From an optimization exercise on the open Yosys and OpenROAD flow, aimed at small area, a short achievable clock period and few clock cycles per item; shortcuts taken in it are not production practice.
No run shown here included a check of the RTL's function; only the layout flow was run.
No activity file was given, so power comes from the tool's default toggle rates.

==> flow/design.v <==
`default_nettype none
package lcce_pkg;
  localparam int unsigned CHAIN_LENGTH = 12;
  localparam int unsigned PIX_W        = 24;
  localparam int unsigned STEP_W       = 16;
  localparam int unsigned ADDR_W       = 5;
  localparam int unsigned DATA_W       = 32;
  localparam logic [7:0] RST_BLINK_PERIOD  = 8'd1;
  localparam logic [3:0] RST_ACTIVE_PIXELS = 4'd12;
  localparam logic [2:0] RST_DIM_SHIFT     = 3'd6;
  localparam logic [7:0] RST_ZERO_CODE     = 8'd31;
  localparam logic [7:0] RST_ONE_CODE      = 8'd61;
endpackage
`default_nettype wire
`default_nettype none
module lcce_regs (
  input  logic                          clk_i,
  input  logic                          rst_ni,
  input  logic                          psel,
  input  logic                          penable,
  input  logic                          pwrite,
  input  logic [lcce_pkg::ADDR_W-1:0]   paddr,
  input  logic [lcce_pkg::DATA_W-1:0]   pwdata,
  output logic [lcce_pkg::DATA_W-1:0]   prdata,
  output logic                          wr_o,
  output logic [7:0]                    blink_period_o,
  output logic [3:0]                    active_pixels_o,
  output logic [2:0]                    dim_shift_o,
  output logic [7:0]                    zero_code_o,
  output logic [7:0]                    one_code_o
);
  logic [7:0] bp_q, zc_q, oc_q;
  logic [3:0] ap_q;
  logic [2:0] ds_q;
  logic [7:0] rd_d, rd_q;
  logic       wr_en;
  assign wr_en = psel && penable && pwrite;
  always_ff @(posedge clk_i or negedge rst_ni) begin
    if (!rst_ni) begin
      bp_q <= lcce_pkg::RST_BLINK_PERIOD;
      ap_q <= lcce_pkg::RST_ACTIVE_PIXELS;
      ds_q <= lcce_pkg::RST_DIM_SHIFT;
      zc_q <= lcce_pkg::RST_ZERO_CODE;
      oc_q <= lcce_pkg::RST_ONE_CODE;
    end else if (wr_en) begin
      case (paddr[4:2])
        3'd0: bp_q <= pwdata[7:0];
        3'd1: ap_q <= pwdata[3:0];
        3'd2: ds_q <= pwdata[2:0];
        3'd3: zc_q <= pwdata[7:0];
        3'd4: oc_q <= pwdata[7:0];
        default: ;
      endcase
    end
  end
  always_comb begin
    case (paddr[4:2])
      3'd0:    rd_d = bp_q;
      3'd1:    rd_d = {4'd0, ap_q};
      3'd2:    rd_d = {5'd0, ds_q};
      3'd3:    rd_d = zc_q;
      3'd4:    rd_d = oc_q;
      default: rd_d = 8'd0;
    endcase
  end
  always_ff @(posedge clk_i) begin
    rd_q <= rd_d;
  end
  assign wr_o            = wr_en;
  assign prdata          = {24'd0, rd_q};
  assign blink_period_o  = bp_q;
  assign active_pixels_o = ap_q;
  assign dim_shift_o     = ds_q;
  assign zero_code_o     = zc_q;
  assign one_code_o      = oc_q;
endmodule
`default_nettype wire
`default_nettype none
module lcce_front (
  input  logic                          clk_i,
  input  logic                          rst_ni,
  input  logic [7:0]                    blink_period_i,
  input  logic                          cfg_wr_i,
  input  logic                          in_valid_i,
  input  logic                          take_i,
  input  logic [lcce_pkg::STEP_W-1:0]   step_index_i,
  output logic                          ready_next_o,
  output logic                          lit_o
);
  logic [7:0]  period;
  logic [9:0]  p3_q;
  logic        cfg_ok_q;
  logic [7:0]  rem_q, rem_d, rin;
  logic [3:0]  cnt_q;
  logic        first_q;
  logic [1:0]  bits_q, bits_d, d;
  logic [8:0]  c1, c2, c3;
  logic        ge1, ge2, ge3;
  logic        clear;
  assign period = {blink_period_i[7:1], blink_period_i[0] | (blink_period_i == 8'd0)};
  function automatic logic [8:0] ksub(input logic [7:0] r, input logic [1:0] dd,
                                      input logic [9:0] m);
    logic [2:0] lo;
    logic [8:0] h0, h1;
    lo = {1'b0, dd} - {1'b0, m[1:0]};
    h0 = {1'b0, r} - {1'b0, m[9:2]};
    h1 = {1'b0, r} + {1'b0, ~m[9:2]};
    if (lo[2]) ksub = {h1[8], h1[5:0], lo[1:0]};
    else       ksub = {!h0[8], h0[5:0], lo[1:0]};
  endfunction
  always_comb begin
    case (cnt_q[2:0])
      3'd0: bits_d = step_index_i[13:12];
      3'd1: bits_d = step_index_i[11:10];
      3'd2: bits_d = step_index_i[9:8];
      3'd3: bits_d = step_index_i[7:6];
      3'd4: bits_d = step_index_i[5:4];
      3'd5: bits_d = step_index_i[3:2];
      default: bits_d = step_index_i[1:0];
    endcase
  end
  assign d   = first_q ? step_index_i[15:14] : bits_q;
  assign rin = first_q ? 8'd0 : rem_q;
  assign c1 = ksub(rin, d, {2'b00, period});
  assign c2 = ksub(rin, d, {1'b0, period, 1'b0});
  assign c3 = ksub(rin, d, p3_q);
  assign ge1 = c1[8];
  assign ge2 = c2[8];
  assign ge3 = c3[8];
  always_comb begin
    if (ge3)      rem_d = c3[7:0];
    else if (ge2) rem_d = c2[7:0];
    else if (ge1) rem_d = c1[7:0];
    else          rem_d = {rin[5:0], d};
  end
  assign clear = !in_valid_i || !cfg_ok_q;
  always_ff @(posedge clk_i or negedge rst_ni) begin
    if (!rst_ni) begin
      cnt_q    <= '0;
      first_q  <= 1'b1;
      cfg_ok_q <= 1'b0;
    end else begin
      cfg_ok_q <= !cfg_wr_i;
      if (clear || take_i) begin
        cnt_q   <= '0;
        first_q <= 1'b1;
      end else if (!cnt_q[3]) begin
        cnt_q   <= cnt_q + 4'd1;
        first_q <= 1'b0;
      end
    end
  end
  always_ff @(posedge clk_i) begin
    if (!cnt_q[3]) begin
      rem_q  <= rem_d;
      bits_q <= bits_d;
    end
  end
  always_ff @(posedge clk_i) begin
    p3_q <= {2'b00, period} + {1'b0, period, 1'b0};
  end
  assign ready_next_o = in_valid_i && !take_i && cfg_ok_q && (cnt_q[3] || cnt_q[2:1] == 2'b11);
  assign lit_o        = (rem_q == 8'd0);
endmodule
`default_nettype wire
`default_nettype none
module lcce_queue (
  input  logic                clk_i,
  input  logic                rst_ni,
  input  logic                shift_i,
  input  logic                lit_i,
  input  logic                fix_i,
  input  logic [23:0]         pixel_i,
  input  logic [11:0]         pix_oh_i,
  input  logic [2:0]          sel_oh_i,
  output logic [7:0]          byte_o
);
  localparam int N = lcce_pkg::CHAIN_LENGTH;
  logic [N*24-1:0] chain_q;
  logic [N-1:0]    flag_q;
  logic [N-1:0]    pm;
  logic [2:0]      sm;
  logic            flag0;
  always_ff @(posedge clk_i or negedge rst_ni) begin
    if (!rst_ni) begin
      flag_q <= '0;
    end else if (shift_i) begin
      flag_q <= {flag_q[N-2:0], 1'b0};
    end else if (fix_i) begin
      flag_q[0] <= lit_i;
    end
  end
  always_ff @(posedge clk_i) begin
    if (shift_i) chain_q <= {chain_q[(N-1)*24-1:0], pixel_i};
  end
  assign flag0 = fix_i ? lit_i : flag_q[0];
  assign pm    = pix_oh_i & {flag_q[N-1:1], flag0};
  assign sm    = sel_oh_i & {3{flag0}};
  always_comb begin
    byte_o = '0;
    for (int i = 0; i < N; i++) begin
      byte_o = byte_o | ({8{pm[i] & sm[0]}} & chain_q[i*24+16 +: 8])
                      | ({8{pm[i] & sm[1]}} & chain_q[i*24+8  +: 8])
                      | ({8{pm[i] & sm[2]}} & chain_q[i*24    +: 8]);
    end
  end
endmodule
`default_nettype wire
`default_nettype none
module lcce_back (
  input  logic        clk_i,
  input  logic        rst_ni,
  input  logic [3:0]  active_pixels_i,
  input  logic [7:0]  zero_code_i,
  input  logic        take_i,
  output logic        reads_done_next_o,
  output logic [11:0] pix_oh_o,
  output logic [2:0]  sel_oh_o,
  input  logic [7:0]  byte_i,
  output logic        out_valid_o,
  input  logic        out_stall_i,
  output logic [7:0]  bits_o,
  output logic [7:0]  zero_code_o,
  output logic        reset_slot_o
);
  logic [12:0] n_oh, n_oh_q;
  logic [7:0]  zc_q, zc_d;
  logic        busy_q, busy_d, pend_q, pend_d, ov_q, ov_d, rs_q, rs_d;
  logic [12:0] pix_q, pix_d;
  logic [2:0]  sel_q, sel_d;
  logic [7:0]  e_q, e_d;
  logic        out_free, at_rslot, at_rslot_d, start;
  always_comb begin
    n_oh = '0;
    for (int i = 0; i < 12; i++) begin
      if (int'(active_pixels_i) == i) n_oh[i] = 1'b1;
    end
    if (active_pixels_i >= 4'd12) n_oh[12] = 1'b1;
  end
  always_ff @(posedge clk_i) begin
    n_oh_q <= n_oh;
  end
  assign out_free = !ov_q || !out_stall_i;
  assign at_rslot = |(pix_q & n_oh_q);
  assign start    = take_i || pend_q;
  always_comb begin
    busy_d = busy_q;
    pend_d = pend_q;
    pix_d  = pix_q;
    sel_d  = sel_q;
    ov_d   = ov_q;
    e_d    = e_q;
    zc_d   = zc_q;
    rs_d   = rs_q;
    if (!busy_q) begin
      if (out_free) ov_d = 1'b0;
      if (take_i) begin
        busy_d = 1'b1;
        pix_d  = 13'd1;
        sel_d  = 3'd1;
      end
    end else if (out_free) begin
      ov_d = 1'b1;
      if (at_rslot) begin
        e_d    = '0;
        zc_d   = '0;
        rs_d   = 1'b1;
        pend_d = 1'b0;
        if (start) begin
          pix_d = 13'd1;
          sel_d = 3'd1;
        end else begin
          busy_d = 1'b0;
        end
      end else begin
        e_d  = byte_i;
        zc_d = zero_code_i;
        rs_d = 1'b0;
        sel_d = {sel_q[1:0], sel_q[2]};
        if (sel_q[2]) pix_d = {pix_q[11:0], 1'b0};
      end
    end else if (take_i) begin
      pend_d = 1'b1;
    end
  end
  always_ff @(posedge clk_i or negedge rst_ni) begin
    if (!rst_ni) begin
      busy_q <= 1'b0;
      pend_q <= 1'b0;
      ov_q   <= 1'b0;
    end else begin
      busy_q <= busy_d;
      pend_q <= pend_d;
      ov_q   <= ov_d;
    end
  end
  always_ff @(posedge clk_i) begin
    pix_q <= pix_d;
    sel_q <= sel_d;
    e_q   <= e_d;
    zc_q  <= zc_d;
    rs_q  <= rs_d;
  end
  assign at_rslot_d        = |(pix_d & n_oh_q);
  assign reads_done_next_o = !busy_d || (at_rslot_d && !pend_d);
  assign pix_oh_o     = pix_q[11:0];
  assign sel_oh_o     = sel_q;
  assign out_valid_o  = ov_q;
  assign bits_o       = e_q;
  assign zero_code_o  = zc_q;
  assign reset_slot_o = rs_q;
endmodule
`default_nettype wire
`default_nettype none
module led_chain_chase_encoder_unit (
  input  logic                          clk_i,
  input  logic                          rst_ni,
  input  logic                          psel,
  input  logic                          penable,
  input  logic                          pwrite,
  input  logic [lcce_pkg::ADDR_W-1:0]   paddr,
  input  logic [lcce_pkg::DATA_W-1:0]   pwdata,
  output logic [lcce_pkg::DATA_W-1:0]   prdata,
  output logic                          pready,
  input  logic                          in_valid_i,
  output logic                          in_stall_o,
  input  logic [lcce_pkg::STEP_W-1:0]   step_index_i,
  input  logic [7:0]                    red_i,
  input  logic [7:0]                    green_i,
  input  logic [7:0]                    blue_i,
  output logic                          out_valid_o,
  input  logic                          out_stall_i,
  output logic [7:0]                    bit7_code_o,
  output logic [7:0]                    bit6_code_o,
  output logic [7:0]                    bit5_code_o,
  output logic [7:0]                    bit4_code_o,
  output logic [7:0]                    bit3_code_o,
  output logic [7:0]                    bit2_code_o,
  output logic [7:0]                    bit1_code_o,
  output logic [7:0]                    bit0_code_o,
  output logic                          reset_slot_o,
  output logic                          last_of_frame_o
);
  logic [7:0]  blink_period, zero_code, one_code, zero_eff;
  logic [3:0]  active_pixels;
  logic [2:0]  dim_shift;
  logic        acc_q, fix_q, take, ready_next, reads_done_next, lit;
  logic [11:0] pix_oh;
  logic [2:0]  sel_oh;
  logic        cfg_wr;
  logic [7:0]  rd_byte, bits;
  logic        rslot;
  logic [23:0] pixel;
  assign pready = 1'b1;
  lcce_regs u_regs (
    .clk_i           (clk_i),
    .rst_ni          (rst_ni),
    .psel            (psel),
    .penable         (penable),
    .pwrite          (pwrite),
    .paddr           (paddr),
    .pwdata          (pwdata),
    .prdata          (prdata),
    .wr_o            (cfg_wr),
    .blink_period_o  (blink_period),
    .active_pixels_o (active_pixels),
    .dim_shift_o     (dim_shift),
    .zero_code_o     (zero_code),
    .one_code_o      (one_code)
  );
  lcce_front u_front (
    .clk_i          (clk_i),
    .rst_ni         (rst_ni),
    .blink_period_i (blink_period),
    .cfg_wr_i       (cfg_wr),
    .in_valid_i     (in_valid_i),
    .take_i         (take),
    .step_index_i   (step_index_i),
    .ready_next_o   (ready_next),
    .lit_o          (lit)
  );
  always_ff @(posedge clk_i or negedge rst_ni) begin
    if (!rst_ni) begin
      acc_q <= 1'b0;
      fix_q <= 1'b0;
    end else begin
      acc_q <= !acc_q && ready_next && reads_done_next;
      fix_q <= take;
    end
  end
  assign in_stall_o = !acc_q;
  assign take       = acc_q && in_valid_i;
  assign pixel      = {green_i >> dim_shift, red_i >> dim_shift, blue_i >> dim_shift};
  lcce_queue u_chain (
    .clk_i   (clk_i),
    .rst_ni  (rst_ni),
    .shift_i (take),
    .lit_i   (lit),
    .fix_i   (fix_q),
    .pixel_i (pixel),
    .pix_oh_i (pix_oh),
    .sel_oh_i (sel_oh),
    .byte_o  (rd_byte)
  );
  lcce_back u_back (
    .clk_i             (clk_i),
    .rst_ni            (rst_ni),
    .active_pixels_i   (active_pixels),
    .zero_code_i       (zero_code),
    .take_i            (take),
    .reads_done_next_o (reads_done_next),
    .pix_oh_o          (pix_oh),
    .sel_oh_o          (sel_oh),
    .byte_i            (rd_byte),
    .out_valid_o       (out_valid_o),
    .out_stall_i       (out_stall_i),
    .bits_o            (bits),
    .zero_code_o       (zero_eff),
    .reset_slot_o      (rslot)
  );
  assign bit7_code_o     = bits[7] ? one_code : zero_eff;
  assign bit6_code_o     = bits[6] ? one_code : zero_eff;
  assign bit5_code_o     = bits[5] ? one_code : zero_eff;
  assign bit4_code_o     = bits[4] ? one_code : zero_eff;
  assign bit3_code_o     = bits[3] ? one_code : zero_eff;
  assign bit2_code_o     = bits[2] ? one_code : zero_eff;
  assign bit1_code_o     = bits[1] ? one_code : zero_eff;
  assign bit0_code_o     = bits[0] ? one_code : zero_eff;
  assign reset_slot_o    = rslot;
  assign last_of_frame_o = rslot;
endmodule
`default_nettype wire
==> flow/run.sh <==
#!/bin/bash
# synth_recipe.tcl (not shown) runs the flow's synth.tcl, then flattens the netlist and writes it again
# the make line also repeats each setting of config.mk as NAME=value (left out here)
make -C /OpenROAD-flow-scripts/flow DESIGN_CONFIG=/design/flow/config.mk WORK_HOME=/design/flow/orfs CLKGATE_MAP_FILE= SYNTH_SCRIPT=/design/flow/synth_recipe.tcl finish
==> flow/config.mk <==
export PLATFORM = sky130hd
export DESIGN_NAME = led_chain_chase_encoder_unit
export DESIGN_NICKNAME = led_chain_chase_encoder_unit
export VERILOG_FILES = /design/flow/design.v
export SDC_FILE = /design/flow/constraint.sdc
export NUM_CORES = 4
export LEC_CHECK = 0
export CAP_MARGIN = 20
export CORE_MARGIN = 2
export CORE_UTILIZATION = 40
export SETUP_SLACK_MARGIN = 2.3
export SLEW_MARGIN = 20
==> flow/constraint.sdc <==
create_clock -name core_clock -period 4.5 [get_ports {clk_i}]
set_input_delay 0.9000 -clock core_clock [delete_from_list [all_inputs] [get_ports {clk_i}]]
set_output_delay 0.9000 -clock core_clock [all_outputs]
set_load 0.01 [all_outputs]
==> results of run 1 <==
report_power, final:
| part | internal (mW) | switching (mW) |
|---|---|---|
| logic | 1.92 | 1.99 |
| registers | 4.40 | 0.237 |
| clock network | 2.10 | 1.55 |
| total | 8.42 | 3.78 |
state kept, by name, indices dropped and copies added (netlist names), 2 cells and up:
name,cells
u_back.sel_q,3
u_front.bits_q,2
u_regs.zc_q,8
u_back.n_oh_q,13
u_regs.ds_q,3
u_front.p3_q,10
u_back.e_q,8
u_regs.rd_q,8
u_back.pix_q,13
u_chain.flag_q,12
u_regs.ap_q,4
u_regs.bp_q,8
u_back.zc_q,8
u_front.cnt_q,4
u_regs.oc_q,8
u_chain.chain_q,288
u_front.rem_q,8
cells by family (layout without fill, tap and decap cells):
kind of cell	Yosys count	in the layout	synth area share, %
AND/OR/NAND/NOR	358	360	9.65
AO/OA/AOI/OAI	359	360	13.1
flip-flops	416	416	60.4
buffers and inverters	158	487	3.84
adder cells (fa/ha/maj)	52	52	3.67
XOR/XNOR	16	16	0.717
multiplexers	152	152	8.59
other	2	25	0.0384
per-layer routing:
| metal | GRT usage [%] | wire (um) | vias up | part of all wire [%] |
|---|---|---|---|---|
| li1 | - | - | 6488 | - |
| met5 | 0 | 0 | - | 0 |
| met3 | 6.71 | 6690 | 156 | 11 |
| met2 | 37.6 | 28400 | 925 | 45 |
| met4 | 9.66 | 2500 | 0 | 4.0 |
| met1 | 32.0 | 25000 | 7393 | 40 |
timing repair:
item                                    4_1_cts  5_1_grt
pin swaps                                    54       58
resized for setup                           493      148
setup buffers                               151       34
endpoints found under the hold margin         0        0
endpoints found under the setup margin      336      196
gates cloned                                  9        4
cell usage after synthesis, drive strengths merged (8+ instances only):
cell | count | area, um^2
a211oi | 10 | 75.1
a21oi | 36 | 180
a222oi | 15 | 150
a22o | 27 | 236
a22oi | 70 | 526
a31o | 8 | 70.1
a31oi | 34 | 213
a32oi | 13 | 114
and2 | 31 | 199
and3 | 8 | 50.1
buf | 71 | 422
clkbuf | 46 | 175
dfrtp | 38 | 951
dfstp | 16 | 420
dfxtp | 44 | 881
edfxtp | 318 | 9550
fa | 9 | 180
ha | 43 | 538
inv | 40 | 150
mux2 | 106 | 1190
mux2i | 44 | 440
nand2 | 82 | 308
nand2b | 20 | 125
nand3 | 53 | 265
nand4 | 27 | 169
nor2 | 56 | 210
nor2b | 23 | 144
nor3 | 21 | 110
nor4 | 8 | 65.1
o21ai | 60 | 300
o22ai | 22 | 138
xnor2 | 9 | 78.8
per-stage QoR:
step | setup TNS (ns) | hold slack, ns | std cells | total power, mW
CTS | 0 | 0.422 | 2452 | 11.9
global route | 0 | 0.364 | 2490 | 12.7
global placement | 0 | 0.425 | 2208 | 7.41
finish | 0 | 0.336 | 2490 | 12.2
floorplan | -380.29 | 0.418 | 1536 | 6.44
detailed placement | 0 | 0.428 | 2208 | 7.43
how the worst max path moves through the flow:
stage,endpoint,from,slack [ns]
floorplan,acc_q,in_valid_i,-1.54
global placement,u_front.rem_q[7],step_index_i[14],0.62
detailed placement,u_front.rem_q[2],step_index_i[14],0.53
CTS,u_front.rem_q[7],u_regs.bp_q[6],1.51
global route,u_front.rem_q[7],u_regs.bp_q[4],1.34
finish,u_front.rem_q[7],u_regs.bp_q[4],1.48
layout make-up:
type / count / area (um^2) / share of cell area (%)
tap: 622 / 778 / 2.98
inverter: 41 / 171 / 0.655
clock inverter: 19 / 181 / 0.694
timing repair buffer: 362 / 3850 / 14.7
multi-input combinational: 965 / 8080 / 30.9
sequential: 416 / 11800 / 45.2
clock buffer: 65 / 1270 / 4.86
==> notes.md, run 1 <==
root buffer cell=clkbuf_16; Max clock buf depth=3; Vias/cell=6.01; flops & latches, synth=416; Cells after Synth=1513; Hold Vio Cnt, Final=0; critical path type=flop to flop; Final #Nets=1967; Util after Layout=53.9%; first-pass GRT wire length=91700 um; clock transition at the registers of the reported paths=0.06 ns; DRT iter0 DRCs=1653; Max-cap violations=0; count of final setup violators=0; Area Overhead vs Synth=33.7%; Crit-path slowest cell=fa_2; r2r worst-path depth=13; vias in the first global route=14700; clock sink total=416; largest net degree at the start of global routing=59; port bufs=roughly 130; distinct cell type count after synthesis=75; Num CTS Buffers=45; total I/O pin count=about 190; clock tree from TritonCTS=built; Max Slew Vio Count=0; post-synthesis cell area=19600 um^2; Crit. End Element=flop; layout cells sized above 1=34.7%; power density cells=467 nW/um^2; ant diodes=0; initial antenna violation count=1; most frequent cells in the layout=edfxtp_1 (318), buf_4 (140), buf_6 (107); grt ovf=0; Routed WL per cell=25.1 um; Top Family by Delay on Critical Path=compound AO/OA/AOI/OAI gates; Mapped Avg Cell Area=12.9 um^2; Leakage Power=9.66 nW; CTS H-tree lvls=2; Max stage delay on crit path=0.44 ns; Global Route Usage Sum=24.2%; crit share post-route=approximately 67%; Setup Skew=approximately 0.032 ns; commonest non-fill, non-tap cell in the layout=edfxtp_1; Period minus WS final=3.02 ns; Warnings, synthesis=5; fill cell total of the finished layout=slightly below 4000; critical path launch point type=flop; worst r2r dst=u_front.rem_q[7]; routed vias=approximately 15000; worst path buffer plus inverter count=3; CP Max Fanout=4; reg2reg start=u_regs.bp_q[4]; Reg2Reg Setup Slack=1.48 ns; Worst VDD drop=0.000288 V; final worst slack=1.48 ns; TritonRoute pass-1 iters=6; DRC errors left=0; Placed Area=around 22000 um^2; row count=81; final wirelength=62600 um; fraction of registers with async set/reset=13.0%; worst path arrival time=3.33 ns; Post-synth EDFFs=~320; Peak Freq=0.331 GHz; CP Cell Sequence=inv_2 > ha_4 > a41o_1 > ha_4 > fa_2 > buf_6 > nor2b_4 > o31a_1 > buf_4 > nor4_2 > o31a_1 > a211oi_2 > o22ai_1; run status=no timing/DRC/antenna violations; Post-synth top flop=edfxtp_1; die area=50700 um^2; required time worst endpoint=4.81 ns; Least-Margin Pin Slew=~0.73 ns; headroom to the max-slew limit=51.1%; GPL Wtd Cong=roughly 0.87; hpwl dp=approximately 37000 um; hold buffer count at cts=0; initial core utilization=between 40 and 50%; die height=225 um; Core ar.=48500 um^2; sequential share of the synthesized area=approximately three fifths; Post-DRT Antenna Nets=0; Die X=225 um; Worst-Skew Late Latency=0.59 ns; post-route cell area=26200 um^2; RSZ-0062 raised after global routing=yes; dpl ws=0.527 ns; Crit path depth=13; Hold Crit Class=input pin to async pin
==> run 2: changes to the inputs <==
--- a/flow/config.mk
+++ b/flow/config.mk
@@ -8,5 +8,5 @@
 export CAP_MARGIN = 20
 export CORE_MARGIN = 2
 export CORE_UTILIZATION = 40
-export SETUP_SLACK_MARGIN = 2.3
+export SETUP_SLACK_MARGIN = 1.5
 export SLEW_MARGIN = 20
==> run 2 against run 1 <==
Effect of this change: hold slack better by 0.0050 ns; synthesized area stayed put; critical path depth is 2 lower; clock-buffer cell count is 2 lower; cell count is 6.7% lower; wire length is 11% lower; global-route usage is 2.4 points lower; sequential share of layout area is 5.0 points higher; core utilization is 5.4 points lower.
==> notes.md, run 2 <==
run status=no timing/DRC/antenna violations; fraction of registers with async set/reset=about an eighth; Reg2Reg Setup Slack=1.47 ns; Die X=225 um; Mapped Avg Cell Area=12.9 um^2; final wirelength=around 56000 um; root buffer cell=clkbuf_16; Placed Area=21500 um^2; CP Max Fanout=6; headroom to the max-slew limit=32.0%; CP most frequent cell=o31a_1; TritonRoute pass-1 iters=6; initial core utilization=between 40% and 50%; CP Cell Sequence=inv_2 > ha_4 > a41o_1 > ha_2 > fa_2 > nor2b_4 > o31a_1 > o2111a_1 > o31a_1 > a211oi_2 > o22ai_1; Post-synth EDFFs=318; layout cells sized above 1=around a fifth; Final #Nets=1801; crit share post-route=67.4%; row count=81; die height=between 200 and 250 um; Largest Register=u_chain.chain_q; distinct cell type count after synthesis=75; hpwl dp=37100 um; critical path type=flop to flop; sequential share of the synthesized area=60.4%; critical path launch point type=flop; XOR/XNOR Fraction of Synth Area=0.717%; die area=50700 um^2; clock sink total=between 400 and 500; Max clock buf depth=3; total I/O pin count=185; Cells after Synth=1513; Hold Crit Class=input pin to async pin; final hold slack=0.341 ns; initial antenna violation count=1; Worst VDD drop=0.000369 V; DRC errors left=0; area of the multi-input gates=7390 um^2; Least-Margin Pin Slew=just over 1 ns; number of flip-flops under the largest register name=288; routed vias=13900; post-synthesis cell area=19600 um^2; Period minus WS final=3.03 ns; GPL Wtd Cong=0.880; hold buffer count at cts=0; post-route cell area=23500 um^2; main combinational cell family by area after synthesis=compound AO/OA/AOI/OAI gates; Worst-Skew Late Latency=0.60 ns; commonest non-fill, non-tap cell in the layout=edfxtp_1; proportion of netlist area held by the largest area contributor=48.8%; clock transition at the registers of the reported paths=0.06 ns; Setup Skew=0.0295 ns; Synth area leader=edfxtp_1; Max Slew Vio Count=0; adder-cell share of the synthesized area=3.67%; worst path arrival time=3.34 ns; most frequent cells in the layout=edfxtp_1 (318), clkdlybuf4s50_1 (131), mux2_2 (106); DRT iter0 DRCs=1509; Post-synth top flop=edfxtp_1; Area contributors post-synth=edfxtp_1 (49%), mux2_2 (6.1%), dfrtp_1 (4.9%); Post-Synth Simple-Gate Area=9.65%; Max stage delay on crit path=between 0.4 and 0.5 ns; Vias/cell=5.97; ant diodes=0; Post-DRT Antenna Nets=0; worst r2r dst=u_front.rem_q[7]; required time worst endpoint=~4.8 ns; grt ovf=0; Routed WL per cell=about 24 um; top-count cell post-synth=edfxtp_1; power density cells=482 nW/um^2; Leakage Power=~8.2 nW; Global Route Usage Sum=21.8%; Crit. End Element=flop; Max-cap violations=0; CTS H-tree lvls=2; port bufs=133; complex-gate fraction of the synthesized area=13.1%; clock tree from TritonCTS=built; Crit-path slowest cell=fa_2; Area Overhead vs Synth=20.2%; Peak Freq=0.330 GHz; reg2reg start=u_regs.bp_q[6]; vias in the first global route=around 14000; Warnings, synthesis=5; mux share of post-synthesis cell area=between 8 and 9%; fill cell total of the finished layout=4164; most frequent cells after synthesis=edfxtp_1 (318), mux2_2 (106), nand2_1 (82); Top Family by Delay on Critical Path=compound AO/OA/AOI/OAI gates; first-pass GRT wire length=roughly 83000 um; Core ar.=roughly 49000 um^2; Hold Vio Cnt, Final=0; RSZ-0062 raised after global routing=yes; Top Registers=u_chain.chain_q (288), u_back.n_oh_q (13), u_back.pix_q (13); worst path buffer plus inverter count=1; r2r worst-path depth=11; Num CTS Buffers=44; Reg area=between 10000 and 15000 um^2; largest net degree at the start of global routing=roughly 160; flops & latches, synth=416; count of final setup violators=0
[run 2: where the power goes]
part           total [mW]  internal, mW  switching, mW
Combinational        2.97          1.37           1.60
Sequential           4.70          4.40          0.297
Clock                3.68          2.10           1.58
Total                11.3          7.87           3.47
[run 2: worst max path at each step]
stage | from | to | slack [ns] | cells after the start
6_report | u_regs.bp_q[6] | u_front.rem_q[7] | 1.47 | 11
2_1_floorplan | in_valid_i | acc_q | -1.54 | 7
4_1_cts | u_regs.bp_q[6] | u_front.rem_q[7] | 1.44 | 11
3_3_place_gp | step_index_i[14] | u_front.rem_q[7] | 0.60 | 10
3_5_place_dp | step_index_i[14] | u_front.rem_q[2] | 0.55 | 10
5_1_grt | u_regs.bp_q[6] | u_front.rem_q[7] | 1.41 | 11
[run 2: final cells by class]
cell class | count | area share [%]
clock buffers | 63 | 5.38
clock inverters | 19 | 0.905
inverters | 41 | 0.703
multi-input cells | 962 | 31.4
flip-flops and latches | 416 | 50.2
well taps | 622 | 3.31
repair buffers | 200 | 8.06
[run 2: cell families (layout without fill, tap and decap cells)]
kind of cell / count (synthesis) / in the layout
buffers and inverters: 158 / 323
DFF: 416 / 416
muxes: 152 / 152
AOI/OAI and AO/OA: 359 / 359
other: 2 / 25
and+or+nand+nor: 358 / 358
xor gates and xnor gates: 16 / 16
adders and majority gates: 52 / 52
[run 2: what timing repair did]
item	CTS	global route
pin swaps	12	15
gates resized for setup	36	18
setup buffers	24	11
endpoints found under the setup margin	12	14
gates cloned	0	0
[run 2: through the flow]
| step | util [%] | std cells | power [mW] | setup WS, ns | setup TNS, ns |
|---|---|---|---|---|---|
| floorplan | - | 1536 | 6.44 | -1.54 | -380.29 |
| global placement | 44.3 | 2206 | 7.41 | 0.601 | 0 |
| detailed placement | 44.3 | 2206 | 7.43 | 0.549 | 0 |
| CTS | 48.0 | 2312 | 11.3 | 1.44 | 0 |
| global route | 48.4 | 2323 | 11.8 | 1.41 | 0 |
| finish | 48.4 | 2323 | 11.3 | 1.47 | 0 |
[run 2: metal layers]
layer	global-route usage [%]	part of all wire [%]
met3	5.18	10
met4	7.11	3.2
met1	29.9	42
met2	34.0	45
met5	0	0

-- re-timing with driven ports --
In the flow no input, the clock included, has a driving cell. The finished layouts below were timed again as built, in two steps.
Step 1 assumes that a clkbuf_16 drives the clock port and a buf_2 every other input.
Step 2 moves the port delays by t, midway between the first and last clock arrival at a register: inputs arrive t later, outputs are due t later. That takes back most of the time a late clock gives input paths.
a / b / c = no drivers / after step 1 / after step 2; a / b = the first two.
run | shift t [ns] | setup WS [ns] | worst setup path after step 2
run 1 | 0.633 | 1.477 / 1.477 / 0.964 | input to register
run 2 | 0.645 | 1.467 / 1.467 / 1.005 | input to register
After both steps setup and hold are still met in every run listed. The setup slack of run 1, which loses most, moves by 0.000 ns with the drivers and by -0.513 ns with both steps.
